Source: an optimization exercise on an open RTL-to-GDS flow (aim: small area and a short achievable clock period). Production flows keep margins and buffers that such runs may drop.
The RTL of this run was laid out without a check of its function.
Power figures rest on the tool's default switching activity, not on a simulated workload.

[flow/flow/cone.tcl]
# Instances in the combinational fan-in cone of a top-level output port,
# stopping at registers and input ports.
proc csr_cone_insts { block port } {
  set bt [$block findBTerm $port]
  set todo [list [$bt getNet]]
  set seen [dict create]
  set nets_seen [dict create]
  while { [llength $todo] > 0 } {
    set net [lindex $todo 0]
    set todo [lrange $todo 1 end]
    if { $net == "NULL" || [dict exists $nets_seen [$net getName]] } { continue }
    dict set nets_seen [$net getName] 1
    foreach it [$net getITerms] {
      if { ![$it isOutputSignal] } { continue }
      set inst [$it getInst]
      set name [$inst getName]
      if { [dict exists $seen $name] } { continue }
      if { [regexp {__(df|edf|sdf|dl)} [[$inst getMaster] getName]] } { continue }
      dict set seen $name $inst
      foreach in [$inst getITerms] {
        if { [$in isInputSignal] && [$in getNet] != "NULL" } {
          lappend todo [$in getNet]
        }
      }
    }
  }
  return [dict values $seen]
}
[flow/flow/portbuf.tcl]
# After global placement (the port buffers are in): the input port buffers
# that feed the combinational csr_exception path get a strong drive, since
# each address bit also feeds the rest of the decode.
source [file join [file dirname [info script]] cone.tcl]
set db [ord::get_db]
set block [ord::get_db_block]
set strong [$db findMaster sky130_fd_sc_hd__buf_8]
set n 0
foreach inst [csr_cone_insts $block csr_exception] {
  set m [[$inst getMaster] getName]
  if { ![regexp {^sky130_fd_sc_hd__(buf|clkbuf|clkdlybuf4s50|dlygate4sd[0-9]|dlymetal6s2s)_[0-9]+$} $m] } { continue }
  # a port buffer: its input is a top-level port
  set is_port 0
  foreach it [$inst getITerms] {
    if { [$it isInputSignal] && [$it getNet] != "NULL" && [llength [[$it getNet] getBTerms]] > 0 } { set is_port 1 }
  }
  if { $is_port } {
    $inst swapMaster $strong
    incr n
  }
}
puts "portbuf: $n input buffers on the csr_exception path set to buf_8"
[flow/constraint.sdc]
create_clock -name core_clock -period 4.2 [get_ports {clk}]
set_input_delay 0.8400 -clock core_clock [delete_from_list [all_inputs] [get_ports {clk}]]
set_output_delay 0.8400 -clock core_clock [all_outputs]
set_load 0.01 [all_outputs]
[flow/flow/run.sh]
#!/bin/bash
# Standard layout (standard.sh) with these changes:
# - the port buffers are inserted as buf_1 (later repair sizes them up where needed);
# - before floorplan, every combinational cell off the csr_exception path is set to
#   the smallest drive strength of its function (downsize.tcl); the floorplan,
#   placement and CTS repair steps then size up what timing, slew and capacitance need;
# - after global placement, the input buffers feeding the csr_exception path are
#   set to buf_8 (portbuf.tcl).
# ORFS writes each step's full log under orfs/logs/; make's output goes to standard.log.
set -euo pipefail
here="$(cd "$(dirname "${BASH_SOURCE[0]}")" && pwd)"
export BUFFER_PORTS_ARGS="-buffer_cell sky130_fd_sc_hd__buf_1"
export PRE_FLOORPLAN_TCL="$here/downsize.tcl"
export POST_GLOBAL_PLACE_TCL="$here/portbuf.tcl"
bash standard.sh finish > standard.log 2>&1
[flow/standard.sh]
#!/bin/bash
# synth_recipe.tcl (not shown) runs the flow's synth.tcl, then flattens the netlist and writes it again
# the make line also repeats each setting of config.mk as NAME=value (left out here)
make -C /OpenROAD-flow-scripts/flow DESIGN_CONFIG=/design/flow/config.mk WORK_HOME=/design/flow/orfs CLKGATE_MAP_FILE= SYNTH_SCRIPT=/design/flow/synth_recipe.tcl "${@:-finish}"
[flow/flow/downsize.tcl]
# Before floorplan: set every combinational cell to the smallest drive
# strength of its function, except those on the combinational
# input-to-output path of csr_exception. The floorplan, placement and CTS
# repair steps then size up what timing, slew and capacitance need.
source [file join [file dirname [info script]] cone.tcl]
set db [ord::get_db]
set block [ord::get_db_block]
set keep [dict create]
foreach inst [csr_cone_insts $block csr_exception] { dict set keep [$inst getName] 1 }
set n 0
foreach inst [$block getInsts] {
  if { [dict exists $keep [$inst getName]] } { continue }
  set master [$inst getMaster]
  set name [$master getName]
  if { ![regexp {^(sky130_fd_sc_hd__[a-z0-9]+)_([0-9]+)$} $name -> base drive] } { continue }
  if { [regexp {__(df|edf|sdf|dl|sedf|conb|clk|tap|fill|decap|diode|lpflow|probe)} $base] } { continue }
  set best $master
  set best_area [expr { [$master getWidth] * [$master getHeight] }]
  foreach d {0 1 2} {
    set cand [$db findMaster "${base}_$d"]
    if { $cand == "NULL" || $cand == "" } { continue }
    set a [expr { [$cand getWidth] * [$cand getHeight] }]
    if { $a < $best_area } {
      set best $cand
      set best_area $a
    }
  }
  if { $best != $master } {
    $inst swapMaster $best
    incr n
  }
}
puts "downsize: $n cells set to a smaller drive strength, [dict size $keep] kept on the csr_exception path"
[flow/config.mk]
export PLATFORM = sky130hd
export DESIGN_NAME = csr_unit
export DESIGN_NICKNAME = csr_unit
export VERILOG_FILES = /design/flow/design.v
export SDC_FILE = /design/flow/constraint.sdc
export NUM_CORES = 4
export LEC_CHECK = 0
export CAP_MARGIN = 20
export CORE_MARGIN = 2
export CORE_UTILIZATION = 40
export CTS_BUF_LIST = sky130_fd_sc_hd__clkbuf_8
export CTS_CLUSTER_DIAMETER = 60
export CTS_CLUSTER_SIZE = 12
export SETUP_SLACK_MARGIN = 1.85
export SLEW_MARGIN = 20
export SYNTH_HIERARCHICAL = 1
[flow/design.v]
`timescale 1ns/100ps
package csr_pkg;
    typedef enum logic [1:0] {
        csr_op_rw = 2'b01,
        csr_op_rs = 2'b10,
        csr_op_rc = 2'b11
    } csr_op_e;
    typedef enum logic [1:0] {
        priv_user    = 2'b00,
        priv_machine = 2'b11
    } priv_e;
    typedef enum logic [4:0] {
        csr_sel_none,
        csr_sel_mstatus,
        csr_sel_misa,
        csr_sel_mtvec,
        csr_sel_mscratch,
        csr_sel_mepc,
        csr_sel_mcause,
        csr_sel_mhartid,
        csr_sel_mcycle,
        csr_sel_mcycleh,
        csr_sel_minstret,
        csr_sel_minstreth,
        csr_sel_cycle,
        csr_sel_cycleh,
        csr_sel_instret,
        csr_sel_instreth
    } csr_sel_e;
    typedef struct packed {
        logic [18:0] zero_hi;
        logic [1:0]  mpp;
        logic [2:0]  zero_mid;
        logic        mpie;
        logic [2:0]  zero_lo2;
        logic        mie;
        logic [2:0]  zero_lo;
    } mstatus_t;
endpackage
`timescale 1ns/100ps
module csr_g_nor2 (input logic a, b, output logic y);
    assign y = !(a || b);
endmodule
module csr_g_nor3 (input logic a, b, c, output logic y);
    assign y = !(a || b || c);
endmodule
module csr_g_nor3b (input logic a, b, cn, output logic y);
    assign y = !(a || b || !cn);
endmodule
module csr_g_and3b (input logic an, b, c, output logic y);
    assign y = !an && b && c;
endmodule
module csr_g_and3 (input logic a, b, c, output logic y);
    assign y = a && b && c;
endmodule
module csr_g_nor2b (input logic a, bn, output logic y);
    assign y = !(a || !bn);
endmodule
module csr_g_nand3 (input logic a, b, c, output logic y);
    assign y = !(a && b && c);
endmodule
module csr_g_nand4 (input logic a, b, c, d, output logic y);
    assign y = !(a && b && c && d);
endmodule
module csr_illegal (
    input  logic [11:0] a,
    input  logic        new_request,
    input  logic        pm,
    output logic        illegal
);
    logic x, x0, x6, x11, n_ab7a, n_ab7b, n_ab7c, n_543a, n_543b, n_543c, n_543d, n_543e;
    logic n_21, n_61, n_20a, n_20b;
    logic f_pos, n_765, n_310, n_106, h_c, n_986;
    csr_g_and3 g_x     (.a(pm), .b(a[9]), .c(a[8]), .y(x));
    csr_g_and4 g_x0    (.a(pm), .b(a[9]), .c(a[8]), .d(a[0]), .y(x0));
    csr_g_and4 g_x6    (.a(pm), .b(a[9]), .c(a[8]), .d(a[6]), .y(x6));
    csr_g_and4 g_x11   (.a(pm), .b(a[9]), .c(a[8]), .d(a[11]), .y(x11));
    csr_g_nor3 g_ab7a  (.a(a[11]), .b(a[10]), .c(a[7]), .y(n_ab7a));
    csr_g_nor3 g_ab7b  (.a(a[11]), .b(a[10]), .c(a[7]), .y(n_ab7b));
    csr_g_nor3 g_ab7c  (.a(a[11]), .b(a[10]), .c(a[7]), .y(n_ab7c));
    csr_g_nor3 g_543a  (.a(a[5]), .b(a[4]), .c(a[3]), .y(n_543a));
    csr_g_nor3 g_543b  (.a(a[5]), .b(a[4]), .c(a[3]), .y(n_543b));
    csr_g_nor3 g_543c  (.a(a[5]), .b(a[4]), .c(a[3]), .y(n_543c));
    csr_g_nor3 g_543d  (.a(a[5]), .b(a[4]), .c(a[3]), .y(n_543d));
    csr_g_nor3 g_543e  (.a(a[5]), .b(a[4]), .c(a[3]), .y(n_543e));
    csr_g_nor2 g_21    (.a(a[2]), .b(a[1]), .y(n_21));
    csr_g_nor2 g_61    (.a(a[6]), .b(a[1]), .y(n_61));
    csr_g_nor2 g_20a   (.a(a[2]), .b(a[0]), .y(n_20a));
    csr_g_nor2 g_20b   (.a(a[2]), .b(a[0]), .y(n_20b));
    csr_g_and4 g_fpos  (.a(a[11]), .b(a[10]), .c(a[4]), .d(a[2]), .y(f_pos));
    csr_g_nor3 g_765   (.a(a[7]), .b(a[6]), .c(a[5]), .y(n_765));
    csr_g_nor3 g_310   (.a(a[3]), .b(a[1]), .c(a[0]), .y(n_310));
    csr_g_nor2 g_106   (.a(a[10]), .b(a[6]), .y(n_106));
    csr_g_and2 g_hc    (.a(a[11]), .b(a[10]), .y(h_c));
    csr_g_nor3 g_986   (.a(a[9]), .b(a[8]), .c(a[6]), .y(n_986));
    logic n1, n2, n3, n4, n5, n6;
    csr_g_nand4 g_n1 (.a(x),     .b(n_ab7a), .c(n_543a), .d(n_21),  .y(n1));
    csr_g_nand4 g_n2 (.a(x0),    .b(n_ab7b), .c(n_543b), .d(n_61),  .y(n2));
    csr_g_nand4 g_n3 (.a(x6),    .b(n_ab7c), .c(n_543c), .d(n_20a), .y(n3));
    csr_g_nand4 g_n4 (.a(x),     .b(f_pos), .c(n_765),  .d(n_310), .y(n4));
    csr_g_nand4 g_n5 (.a(x11),   .b(n_106), .c(n_543d), .d(n_20b), .y(n5));
    csr_g_nand4 g_n6 (.a(h_c),   .b(n_986), .c(n_543e), .d(n_20b), .y(n6));
    logic u1, u2;
    csr_g_nand3 g_u1 (.a(n1), .b(n2), .c(n3), .y(u1));
    csr_g_nand4 g_u2 (.a(n4), .b(n5), .c(n6), .d(new_request), .y(u2));
    csr_g_nor2 g_ill (.a(u1), .b(u2), .y(illegal));
endmodule
module csr_g_a222oi (input logic a1, a2, b1, b2, c1, c2, output logic y);
    assign y = !((a1 && a2) || (b1 && b2) || (c1 && c2));
endmodule
module csr_g_a22oi (input logic a1, a2, b1, b2, output logic y);
    assign y = !((a1 && a2) || (b1 && b2));
endmodule
module csr_g_nand2 (input logic a, b, output logic y);
    assign y = !(a && b);
endmodule
module csr_g_and2 (input logic a, b, output logic y);
    assign y = a && b;
endmodule
module csr_g_and4 (input logic a, b, c, d, output logic y);
    assign y = a && b && c && d;
endmodule
module csr_g_a21o (input logic a1, a2, b1, output logic y);
    assign y = (a1 && a2) || b1;
endmodule
module csr_g_inv (input logic a, output logic y);
    assign y = !a;
endmodule
module csr_g_xnor2 (input logic a, b, output logic y);
    assign y = !(a ^ b);
endmodule
module csr_g_mux2i (input logic a0, a1, s, output logic y);
    assign y = !(s ? a1 : a0);
endmodule
module csr_g_nand3b (input logic an, b, c, output logic y);
    assign y = !(!an && b && c);
endmodule
module csr_g_a21oi (input logic a1, a2, b1, output logic y);
    assign y = !((a1 && a2) || b1);
endmodule
module csr_g_nand2b (input logic an, b, output logic y);
    assign y = !(!an && b);
endmodule
module csr_g_o21ai (input logic a1, a2, b1, output logic y);
    assign y = !((a1 || a2) && b1);
endmodule
module csr_g_o211ai (input logic a1, a2, b1, c1, output logic y);
    assign y = !((a1 || a2) && b1 && c1);
endmodule
module csr_g_o31ai (input logic a1, a2, a3, b1, output logic y);
    assign y = !((a1 || a2 || a3) && b1);
endmodule
module csr_wdec (
    input  logic [11:0] a,
    input  logic        read_regs,
    input  logic        commit,
    input  logic        pm,
    input  logic        rst,
    input  logic        exc,
    input  logic        inc,
    output logic        en_mtvec,
    output logic        en_mscratch,
    output logic        en_mepc,
    output logic        en_mcause,
    output logic        we_mstatus,
    output logic        sel_cyc_lo,
    output logic        sel_cyc_hi,
    output logic        sel_ins_lo,
    output logic        sel_ins_hi,
    output logic        ncin_cyc,
    output logic        ncin_ins,
    output logic        s_st, s_isa, s_tv, s_sc, s_ep, s_ca,
    output logic        s_cl, s_ch, s_il, s_ih
);
    logic g1, m3a, m3b, ct1, ct2, ct3, z61, z210, z21, z20, z62, z10;
    logic nrst, nexc, na7, na1;
    csr_g_and4  g_g1   (.a(commit), .b(pm), .c(a[9]), .d(a[8]), .y(g1));    
    csr_g_nor3  g_m3a  (.a(a[11]), .b(a[10]), .c(a[7]), .y(m3a));
    csr_g_nor3  g_m3b  (.a(a[5]), .b(a[4]), .c(a[3]), .y(m3b));
    csr_g_nor2b g_ct1  (.a(a[10]), .bn(a[11]), .y(ct1));                   
    csr_g_nor3  g_ct2  (.a(a[6]), .b(a[5]), .c(a[4]), .y(ct2));
    csr_g_nor3  g_ct3  (.a(a[3]), .b(a[2]), .c(a[0]), .y(ct3));
    csr_g_nor2  g_z61  (.a(a[6]), .b(a[1]), .y(z61));
    csr_g_nor3  g_z210 (.a(a[2]), .b(a[1]), .c(a[0]), .y(z210));
    csr_g_nor2  g_z21  (.a(a[2]), .b(a[1]), .y(z21));
    csr_g_nor2  g_z20  (.a(a[2]), .b(a[0]), .y(z20));
    csr_g_nor2  g_z62  (.a(a[6]), .b(a[2]), .y(z62));
    csr_g_nor2  g_z10  (.a(a[1]), .b(a[0]), .y(z10));
    csr_g_inv   g_nrst (.a(rst), .y(nrst));
    csr_g_inv   g_nexc (.a(exc), .y(nexc));
    csr_g_inv   g_na7  (.a(a[7]), .y(na7));
    csr_g_inv   g_na1  (.a(a[1]), .y(na1));
    logic nm3, nwc;
    csr_g_nand3 g_nm3 (.a(g1), .b(m3a), .c(m3b), .y(nm3));
    csr_g_nand4 g_nwc (.a(g1), .b(ct1), .c(ct2), .d(ct3), .y(nwc));
    logic t_ins;
    csr_g_o31ai  g_xcl (.a1(nwc), .a2(a[7]), .a3(a[1]), .b1(nrst), .y(sel_cyc_lo));
    csr_g_o31ai  g_xch (.a1(nwc), .a2(na7),  .a3(a[1]), .b1(nrst), .y(sel_cyc_hi));
    csr_g_o31ai  g_xil (.a1(nwc), .a2(a[7]), .a3(na1),  .b1(nrst), .y(sel_ins_lo));
    csr_g_o31ai  g_xih (.a1(nwc), .a2(na7),  .a3(na1),  .b1(nrst), .y(sel_ins_hi));
    csr_g_nor2   g_ncc (.a(nwc), .b(a[1]), .y(ncin_cyc));
    csr_g_nand2b g_tin (.an(nwc), .b(a[1]), .y(t_ins));
    csr_g_nand2  g_nci (.a(inc), .b(t_ins), .y(ncin_ins));
    logic rd, a98, n98, hc1, nr3, nctb, nctc, n_cl_p, n_cl, n_ch, n_il, n_ih;
    logic nq_st, nq_isa, nq_tv, nq_sc, nq_ep, nq_ca;
    csr_g_nor2b  g_rd   (.a(rst), .bn(read_regs), .y(rd));                
    csr_g_and2   g_a98  (.a(a[9]), .b(a[8]), .y(a98));
    csr_g_nor2   g_n98  (.a(a[9]), .b(a[8]), .y(n98));
    csr_g_and2   g_hc1  (.a(a[11]), .b(a[10]), .y(hc1));
    csr_g_nand3  g_nr3  (.a(a98), .b(m3a), .c(m3b), .y(nr3));             
    csr_g_nand4  g_nctb (.a(a98), .b(ct1), .c(ct2), .d(ct3), .y(nctb));   
    csr_g_nand4  g_nctc (.a(n98), .b(hc1), .c(ct2), .d(ct3), .y(nctc));   
    csr_g_nand3  g_qst  (.a(z62), .b(z10), .c(rd), .y(nq_st));            
    csr_g_nand4  g_qisa (.a(z61), .b(z21), .c(a[0]), .d(rd), .y(nq_isa));  
    csr_g_nand4  g_qtv  (.a(z61), .b(a[2]), .c(a[0]), .d(rd), .y(nq_tv));  
    csr_g_nand3  g_qsc  (.a(a[6]), .b(z210), .c(rd), .y(nq_sc));          
    csr_g_nand4  g_qep  (.a(a[6]), .b(z21), .c(a[0]), .d(rd), .y(nq_ep));  
    csr_g_nand4  g_qca  (.a(a[6]), .b(z20), .c(a[1]), .d(rd), .y(nq_ca));  
    csr_g_nor2   g_sst  (.a(nr3), .b(nq_st),  .y(s_st));
    csr_g_nor2   g_sisa (.a(nr3), .b(nq_isa), .y(s_isa));
    csr_g_nor2   g_stv  (.a(nr3), .b(nq_tv),  .y(s_tv));
    csr_g_nor2   g_ssc  (.a(nr3), .b(nq_sc),  .y(s_sc));
    csr_g_nor2   g_sep  (.a(nr3), .b(nq_ep),  .y(s_ep));
    csr_g_nor2   g_sca  (.a(nr3), .b(nq_ca),  .y(s_ca));
    csr_g_nor3b  g_ncl  (.a(a[7]), .b(a[1]), .cn(rd), .y(n_cl_p));       
    csr_g_inv    g_ncli (.a(n_cl_p), .y(n_cl));
    csr_g_nand3b g_nch  (.an(a[1]), .b(a[7]), .c(rd), .y(n_ch));          
    csr_g_nand3b g_nil  (.an(a[7]), .b(a[1]), .c(rd), .y(n_il));          
    csr_g_nand3  g_nih  (.a(a[7]), .b(a[1]), .c(rd), .y(n_ih));           
    csr_g_a21oi  g_scl  (.a1(nctb), .a2(nctc), .b1(n_cl), .y(s_cl));
    csr_g_a21oi  g_sch  (.a1(nctb), .a2(nctc), .b1(n_ch), .y(s_ch));
    csr_g_a21oi  g_sil  (.a1(nctb), .a2(nctc), .b1(n_il), .y(s_il));
    csr_g_a21oi  g_sih  (.a1(nctb), .a2(nctc), .b1(n_ih), .y(s_ih));
    logic np_st, np_tv, np_sc, np_ep, np_ca;
    csr_g_nand2  g_pst  (.a(z62), .b(z10), .y(np_st));                    
    csr_g_nand3  g_ptv  (.a(z61), .b(a[2]), .c(a[0]), .y(np_tv));         
    csr_g_nand2  g_psc  (.a(a[6]), .b(z210), .y(np_sc));                  
    csr_g_nand3  g_pep  (.a(a[6]), .b(z21), .c(a[0]), .y(np_ep));         
    csr_g_nand3  g_pca  (.a(a[6]), .b(z20), .c(a[1]), .y(np_ca));         
    csr_g_o21ai  g_etv (.a1(nm3), .a2(np_tv), .b1(nrst), .y(en_mtvec));
    csr_g_o21ai  g_esc (.a1(nm3), .a2(np_sc), .b1(nrst), .y(en_mscratch));
    csr_g_o211ai g_eep (.a1(nm3), .a2(np_ep), .b1(nrst), .c1(nexc), .y(en_mepc));
    csr_g_o211ai g_eca (.a1(nm3), .a2(np_ca), .b1(nrst), .c1(nexc), .y(en_mcause));
    csr_g_nor2   g_wms (.a(nm3), .b(np_st), .y(we_mstatus));
endmodule
`timescale 1ns/100ps
module csr_ctr_next (
    input  logic [63:0] q,
    input  logic        ncin,      
    input  logic        sel_lo,    
    input  logic        sel_hi,    
    input  logic [31:0] wdrn,      
    output logic [63:0] d
);
    logic [15:0] nl1, nl2, nl3, na;
    for (genvar g = 0; g < 16; g++) begin : g_grp
        csr_g_inv   g_l1 (.a(q[4*g]), .y(nl1[g]));
        csr_g_nand2 g_l2 (.a(q[4*g]), .b(q[4*g+1]), .y(nl2[g]));
        csr_g_nand3 g_l3 (.a(q[4*g]), .b(q[4*g+1]), .c(q[4*g+2]), .y(nl3[g]));
        csr_g_nand4 g_l4 (.a(q[4*g]), .b(q[4*g+1]), .c(q[4*g+2]), .d(q[4*g+3]), .y(na[g]));
    end
    logic [3:0] sl1, sl2, sl3, sh, nsa;
    for (genvar s = 0; s < 4; s++) begin : g_sup
        csr_g_inv   g_s1 (.a(na[4*s]), .y(sl1[s]));
        csr_g_nor2  g_s2 (.a(na[4*s]), .b(na[4*s+1]), .y(sl2[s]));
        csr_g_nor3  g_s3 (.a(na[4*s]), .b(na[4*s+1]), .c(na[4*s+2]), .y(sl3[s]));
        csr_g_nor2  g_sh (.a(na[4*s+2]), .b(na[4*s+3]), .y(sh[s]));
        csr_g_nand2 g_sa (.a(sl2[s]), .b(sh[s]), .y(nsa[s]));
    end
    logic [3:1] sg;
    csr_g_inv  g_sg1 (.a(nsa[0]), .y(sg[1]));
    csr_g_nor2 g_sg2 (.a(nsa[0]), .b(nsa[1]), .y(sg[2]));
    csr_g_nor3 g_sg3 (.a(nsa[0]), .b(nsa[1]), .c(nsa[2]), .y(sg[3]));
    logic [15:1] ng;
    assign ng[1] = na[0];
    csr_g_inv g_ng2 (.a(sl2[0]), .y(ng[2]));
    csr_g_inv g_ng3 (.a(sl3[0]), .y(ng[3]));
    assign ng[4] = nsa[0];
    csr_g_inv g_ng8  (.a(sg[2]), .y(ng[8]));
    csr_g_inv g_ng12 (.a(sg[3]), .y(ng[12]));
    for (genvar s = 1; s < 4; s++) begin : g_ng
        csr_g_nand2 g_j1 (.a(sg[s]), .b(sl1[s]), .y(ng[4*s+1]));
        csr_g_nand2 g_j2 (.a(sg[s]), .b(sl2[s]), .y(ng[4*s+2]));
        csr_g_nand2 g_j3 (.a(sg[s]), .b(sl3[s]), .y(ng[4*s+3]));
    end
    logic [63:0] c;
    csr_g_inv  g_c0 (.a(ncin), .y(c[0]));
    csr_g_nor2 g_c1 (.a(nl1[0]), .b(ncin), .y(c[1]));
    csr_g_nor2 g_c2 (.a(nl2[0]), .b(ncin), .y(c[2]));
    csr_g_nor2 g_c3 (.a(nl3[0]), .b(ncin), .y(c[3]));
    for (genvar g = 1; g < 16; g++) begin : g_c
        csr_g_nor2 g_k0 (.a(ng[g]), .b(ncin), .y(c[4*g]));
        csr_g_nor3 g_k1 (.a(ng[g]), .b(nl1[g]), .c(ncin), .y(c[4*g+1]));
        csr_g_nor3 g_k2 (.a(ng[g]), .b(nl2[g]), .c(ncin), .y(c[4*g+2]));
        csr_g_nor3 g_k3 (.a(ng[g]), .b(nl3[g]), .c(ncin), .y(c[4*g+3]));
    end
    for (genvar i = 0; i < 64; i++) begin : g_bit
        logic nt;
        csr_g_xnor2 g_t (.a(q[i]), .b(c[i]), .y(nt));
        csr_g_mux2i g_d (.a0(nt), .a1(wdrn[i % 32]), .s(i < 32 ? sel_lo : sel_hi), .y(d[i]));
    end
endmodule
`timescale 1ns/100ps
module csr_read_mux (
    input  logic        s_st, s_isa, s_tv, s_sc, s_ep, s_ca,
    input  logic        s_cl, s_ch, s_il, s_ih,
    input  logic [31:0] mstatus_v,
    input  logic [31:0] mtvec_v, mscratch_v, mepc_v, mcause_v,
    input  logic [63:0] cyc, ins,
    output logic [31:0] rdata
);
    localparam logic [31:0] MSTATUS_BITS = 32'h0000_1888;
    localparam logic [31:0] MISA_BITS    = 32'h4000_0100;
    logic n_isa;
    assign n_isa = !s_isa;
    for (genvar i = 0; i < 32; i++) begin : g_bit
        logic t1, t2, t3, t4;
        if (i >= 2) begin : g_full
            csr_g_a222oi g_t1 (.a1(s_sc), .a2(mscratch_v[i]), .b1(s_ep), .b2(mepc_v[i]),
                               .c1(s_ca), .c2(mcause_v[i]), .y(t1));
            csr_g_a22oi  g_t3 (.a1(s_ih), .a2(ins[32+i]), .b1(s_tv), .b2(mtvec_v[i]), .y(t3));
        end else begin : g_low
            csr_g_a22oi  g_t1 (.a1(s_sc), .a2(mscratch_v[i]), .b1(s_ca), .b2(mcause_v[i]), .y(t1));
            csr_g_nand2  g_t3 (.a(s_ih), .b(ins[32+i]), .y(t3));
        end
        csr_g_a222oi g_t2 (.a1(s_cl), .a2(cyc[i]), .b1(s_ch), .b2(cyc[32+i]),
                           .c1(s_il), .c2(ins[i]), .y(t2));
        if (MSTATUS_BITS[i]) begin : g_st
            csr_g_nand2 g_t4 (.a(s_st), .b(mstatus_v[i]), .y(t4));
            csr_g_nand4 g_y  (.a(t1), .b(t2), .c(t3), .d(t4), .y(rdata[i]));
        end else if (MISA_BITS[i]) begin : g_isa
            csr_g_nand4 g_y  (.a(t1), .b(t2), .c(t3), .d(n_isa), .y(rdata[i]));
        end else begin : g_plain
            csr_g_nand3 g_y  (.a(t1), .b(t2), .c(t3), .y(rdata[i]));
        end
    end
endmodule
`timescale 1ns/100ps
module csr_unit (
    input  logic                      clk,
    input  logic                      rst,
    input  logic                      new_request,
    input  logic [12-1:0]    csr_addr,
    input  logic [1:0]                csr_op,
    input  logic [32-1:0]      rs1,
    input  logic                      read_regs,
    input  logic                      commit,
    input  logic                      exception_valid,
    input  logic [4-1:0]   exception_code,
    input  logic [32-1:0]      exception_pc,
    input  logic                      mret,
    input  logic                      instruction_complete,
    output logic                      csr_exception,
    output logic [32-1:0]      wb_csr,
    output logic [32-1:0]      trap_pc,
    output logic [32-1:0]      csr_mepc,
    output logic [1:0]                current_privilege
);
    logic        pm;
    logic        pm_dec;
    logic        mie, mpie;
    logic [1:0]  mpp;
    logic [31:2] mtvec;
    logic [31:2] mepc;
    logic [31:0] mcause;
    logic [31:0] mscratch;
    logic [63:0] mcycle;
    logic [63:0] minstret;
    logic        instret_inc;
    logic [11:0] a;
    assign a = csr_addr;
    csr_illegal illegal_i (
        .a           (a),
        .new_request (new_request),
        .pm          (pm_dec),
        .illegal     (csr_exception)
    );
    logic [31:0] wd, wdr;
    always_comb begin
        case (csr_op)
            2'b10:   wd = wb_csr | rs1;
            2'b11:   wd = wb_csr & ~rs1;
            default: wd = rs1;
        endcase
    end
    assign wdr = wd & {32{!rst}};
    logic we_mstatus, en_mtvec, en_mscratch, en_mepc, en_mcause;
    logic sel_cyc_lo, sel_cyc_hi, sel_ins_lo, sel_ins_hi, ncin_cyc, ncin_ins;
    logic s_st, s_isa, s_tv, s_sc, s_ep, s_ca, s_cl, s_ch, s_il, s_ih;
    csr_wdec wdec_i (
        .a           (a),
        .read_regs   (read_regs),
        .commit      (commit),
        .pm          (pm),
        .rst         (rst),
        .exc         (exception_valid),
        .inc         (instret_inc),
        .en_mtvec    (en_mtvec),
        .en_mscratch (en_mscratch),
        .en_mepc     (en_mepc),
        .en_mcause   (en_mcause),
        .we_mstatus  (we_mstatus),
        .sel_cyc_lo  (sel_cyc_lo),
        .sel_cyc_hi  (sel_cyc_hi),
        .sel_ins_lo  (sel_ins_lo),
        .sel_ins_hi  (sel_ins_hi),
        .ncin_cyc    (ncin_cyc),
        .ncin_ins    (ncin_ins),
        .s_st        (s_st),
        .s_isa       (s_isa),
        .s_tv        (s_tv),
        .s_sc        (s_sc),
        .s_ep        (s_ep),
        .s_ca        (s_ca),
        .s_cl        (s_cl),
        .s_ch        (s_ch),
        .s_il        (s_il),
        .s_ih        (s_ih)
    );
    always_ff @(posedge clk) begin
        if (rst) begin
            pm   <= 1'b1;
            mie  <= 1'b0;
            mpie <= 1'b0;
            mpp  <= 2'b11;
        end else if (exception_valid) begin
            pm   <= 1'b1;
            mpie <= mie;
            mie  <= 1'b0;
            mpp  <= {pm, pm};
        end else if (mret) begin
            pm   <= mpp == 2'b11;
            mie  <= mpie;
            mpie <= 1'b1;
            mpp  <= 2'b00;
        end else if (we_mstatus) begin
            mie  <= wd[3];
            mpie <= wd[7];
            mpp  <= wd[12:11];
        end
    end
    logic pm_dec_nx;
    csr_g_a21o g_pm_dec_nx (.a1(mpp[1]), .a2(mpp[0]), .b1(exception_valid), .y(pm_dec_nx));
    always_ff @(posedge clk) begin
        if (rst)
            pm_dec <= 1'b1;
        else if (exception_valid || mret)
            pm_dec <= pm_dec_nx;
    end
    always_ff @(posedge clk) begin
        if (en_mtvec)
            mtvec <= wdr[31:2];
        if (en_mscratch)
            mscratch <= wdr;
        if (en_mepc)
            mepc <= (exception_valid ? exception_pc[31:2] : wd[31:2]) & {30{!rst}};
        if (en_mcause)
            mcause <= (exception_valid ? {28'd0, exception_code} : wd) & {32{!rst}};
    end
    logic [63:0] cyc_d, ins_d;
    logic [31:0] wdrn;
    assign wdrn = ~wdr;
    csr_ctr_next cyc_next_i (
        .q      (mcycle),
        .ncin   (ncin_cyc),
        .sel_lo (sel_cyc_lo),
        .sel_hi (sel_cyc_hi),
        .wdrn   (wdrn),
        .d      (cyc_d)
    );
    csr_ctr_next ins_next_i (
        .q      (minstret),
        .ncin   (ncin_ins),
        .sel_lo (sel_ins_lo),
        .sel_hi (sel_ins_hi),
        .wdrn   (wdrn),
        .d      (ins_d)
    );
    always_ff @(posedge clk) begin
        instret_inc <= instruction_complete && !rst;
        mcycle      <= cyc_d;
        minstret    <= ins_d;
    end
    logic [31:0] rdata;
    csr_read_mux read_i (
        .s_st       (s_st),
        .s_isa      (s_isa),
        .s_tv       (s_tv),
        .s_sc       (s_sc),
        .s_ep       (s_ep),
        .s_ca       (s_ca),
        .s_cl       (s_cl),
        .s_ch       (s_ch),
        .s_il       (s_il),
        .s_ih       (s_ih),
        .mstatus_v  ({19'd0, mpp, 3'd0, mpie, 3'd0, mie, 3'd0}),
        .mtvec_v    ({mtvec, 2'b00}),
        .mscratch_v (mscratch),
        .mepc_v     ({mepc, 2'b00}),
        .mcause_v   (mcause),
        .cyc        (mcycle),
        .ins        (minstret),
        .rdata      (rdata)
    );
    always_ff @(posedge clk)
        wb_csr <= rdata;
    assign trap_pc           = {mtvec, 2'b00};
    assign csr_mepc          = {mepc, 2'b00};
    assign current_privilege = {pm, pm};
endmodule
==> flow_summary.json <==
{
  "crit_type": "in2reg",
  "clock_sinks": 291,
  "met3_usage_pct": 2.28,
  "numCtsBuffers": 30,
  "vias": 11700,
  "synthCells": 1358,
  "clk_latency_ps": 600,
  "worst_pin_slew_ps": 1080,
  "crit_required_ps": 4640,
  "grt_pass1_vias": 11100,
  "cts_buffer_depth": 3,
  "maxCapViolations": 0,
  "setup_viol": 0,
  "r2r-start": "minstret[1]",
  "vias_per_cell": 5.68,
  "hpwl_um": 29100,
  "setup.worst_path.end": "mepc[4]",
  "boundaryPins": 189,
  "initial_utilization_pct": 40.4,
  "coreArea_um2": 34400,
  "gr-usage-met1_pct": 30.0,
  "rows": 68,
  "path_max_fanout": 14,
  "grt_max_degree": 65,
  "final_common_cell": "buf_1",
  "die-area_um2": 36200,
  "cts_hold_buffers": 0,
  "cts_tree": "done",
  "p_clk_share_pct": 32.3,
  "grtUsageTotal_pct": 23.1,
  "die_h_um": 190,
  "drtPass1Iterations": 9,
  "finalHoldViolations": 0,
  "clk_pin_slew_ps": 90,
  "timing.rr.end": "minstret[61]",
  "period_minus_slack_ps": 2440,
  "power_density_nw_per_um2": 362,
  "r2r_slack_ps": 1960,
  "htree_levels": 1,
  "drc": 0,
  "layout_common_cells": "buf_1 (167), dfxtp_1 (161), mux2i_1 (128), xnor2_1 (128), edfxtp_1 (124)",
  "io_buffer_count": 182,
  "gr-max-usage-layer": "met2",
  "antenna_found_initial": 0,
  "synth_warnings": 7,
  "arrival_ps": 2880,
  "timing.final.crit_share_pct": 58.0,
  "combPwrFrac_pct": 10.6,
  "ir_drop_uv": 202,
  "n_antenna_cell": 0,
  "status": "no timing/DRC/antenna violations",
  "cellLeakagePower_nw": 5.82,
  "switchingPower_mw": 1.59,
  "finalPower_mw": 5.95,
  "cts-root-buf": "clkbuf_8",
  "worstSetupStartpointType": "input pin",
  "p_seq_share_pct": 57.0,
  "final_nets": 1669,
  "drt_iter0_markers": 1031,
  "fmax_ghz": 0.410,
  "drive_gt1_share_pct": 9.36,
  "fin_tns_setup_ps": 0,
  "p_int_mw": 4.35,
  "reg2regPathDepth": 10,
  "ant_nets": 0,
  "wirelength_um": 43000,
  "hp-class": "in2reg",
  "max-slew-margin-rel_pct": 27.8,
  "die_w_um": 190,
  "critPathLaunch": "csr_op[1]",
  "met2_usage_pct": 40.1,
  "finClkSkew_ps": 21.8,
  "slew_viol_final": 0,
  "grt_remaining_overflow": 0,
  "grt_pass1_wl_um": 64900,
  "final_core_util_pct": 47.8,
  "rsz0062_at_grt": "yes",
  "power.share.switching_pct": 26.8,
  "wire_per_inst_um": 20.9,
  "worstSetupEndpointType": "flip-flop"
}
==> through the flow <==
stage | hold slack (ps) | instances | setup slack, ps | area (um^2)
finish | 452 | 2057 | 1760 | 16400
global route | 441 | 2057 | 1600 | 16400
CTS | 433 | 2057 | 1780 | 16300
detailed placement | 491 | 1999 | 990 | 15700
global placement | 480 | 1999 | 734 | 15500
floorplan | 452 | 1361 | 980 | 14100
==> worst max-delay path, stage by stage <==
cell and delay (ps):
buf_1 70, buf_4 180, nor2b_2 810, buf_4 430, a32oi_1 270, o21ai_0 270
==> metal layers <==
| layer | up-vias | wire length (um) |
|---|---|---|
| li1 | 5500 | - |
| met1 | 5714 | 18000 |
| met2 | 383 | 21200 |
| met3 | 88 | 2170 |
| met4 | 0 | 1650 |
| met5 | - | 0 |
==> layout make-up <==
class	instances	area (um^2)
clock buffers	33	454
clock inverters	22	170
fillers	3253	17900
inverters	88	330
multi-input cells	952	6700
flip-flops and latches	291	7070
well taps	455	569
repair buffers	216	1130
==> how the worst min path moves through the flow <==
| stage | startpoint | endpoint | slack [ps] | cells past startpoint |
|---|---|---|---|---|
| after detailed placement | mcause[19] | wb_csr[19] | 490 | 2 |
| final | instruction_complete | instret_inc | 450 | 2 |
| after floorplan | mcause[1] | wb_csr[1] | 450 | 2 |
| after CTS | instruction_complete | instret_inc | 430 | 2 |
| after global placement | mcause[14] | wb_csr[14] | 480 | 2 |
| after global routing | instruction_complete | instret_inc | 440 | 2 |
==> sequential cells by signal, indices dropped and copies added, names as in the netlist <==
signal	flops
mpp	2
mcycle	64
wb_csr	32
mpie	1
instret_inc	1
mie	1
mepc	30
mscratch	32
pm	1
minstret	64
mtvec	30
mcause	32
pm_dec	1
==> repair_timing <==
item / CTS / global route
buffers inserted: 3 / 0
setup endpoints to repair: 82 / 230
pin swaps: 4 / 7
gates resized for setup: 10 / 19
==> power groups by stage <==
stage | sequential, mW | clock (mW) | combinational (mW)
detailed placement | 3.45 | 0 | 0.627
CTS | 3.39 | 1.97 | 0.633
global route | 3.43 | 2.06 | 0.692
finish | 3.39 | 1.92 | 0.633
floorplan | 3.42 | 0 | 0.366
global placement | 3.45 | 0 | 0.596

==> what the ideal ports hide <==
No port has a modelled driver above. Below, the same layout with a new extraction and two added sets of constraints. Step 1 assumes that a clkbuf_16 drives the clock port and a buf_2 every other input. Step 2 adds t to the input delays and takes it off the output delays; t is the mean of the earliest and latest rising clock arrival at the registers after step 1. Input paths then give back, and output paths get back, about the clock's delay inside the block. Slacks: no drivers / after step 1 / after step 2; pairs: no drivers / after step 1.
t (ns): 0.635
slack for setup (ns): 1.762 / 1.732 / 1.150
hold slack, ns: 0.452 / 0.434 / 0.499
worst setup path at the end: input to register
After both steps this run still meets setup and hold. The setup slack of this run moves by -0.030 ns with the drivers and by -0.612 ns with both steps.
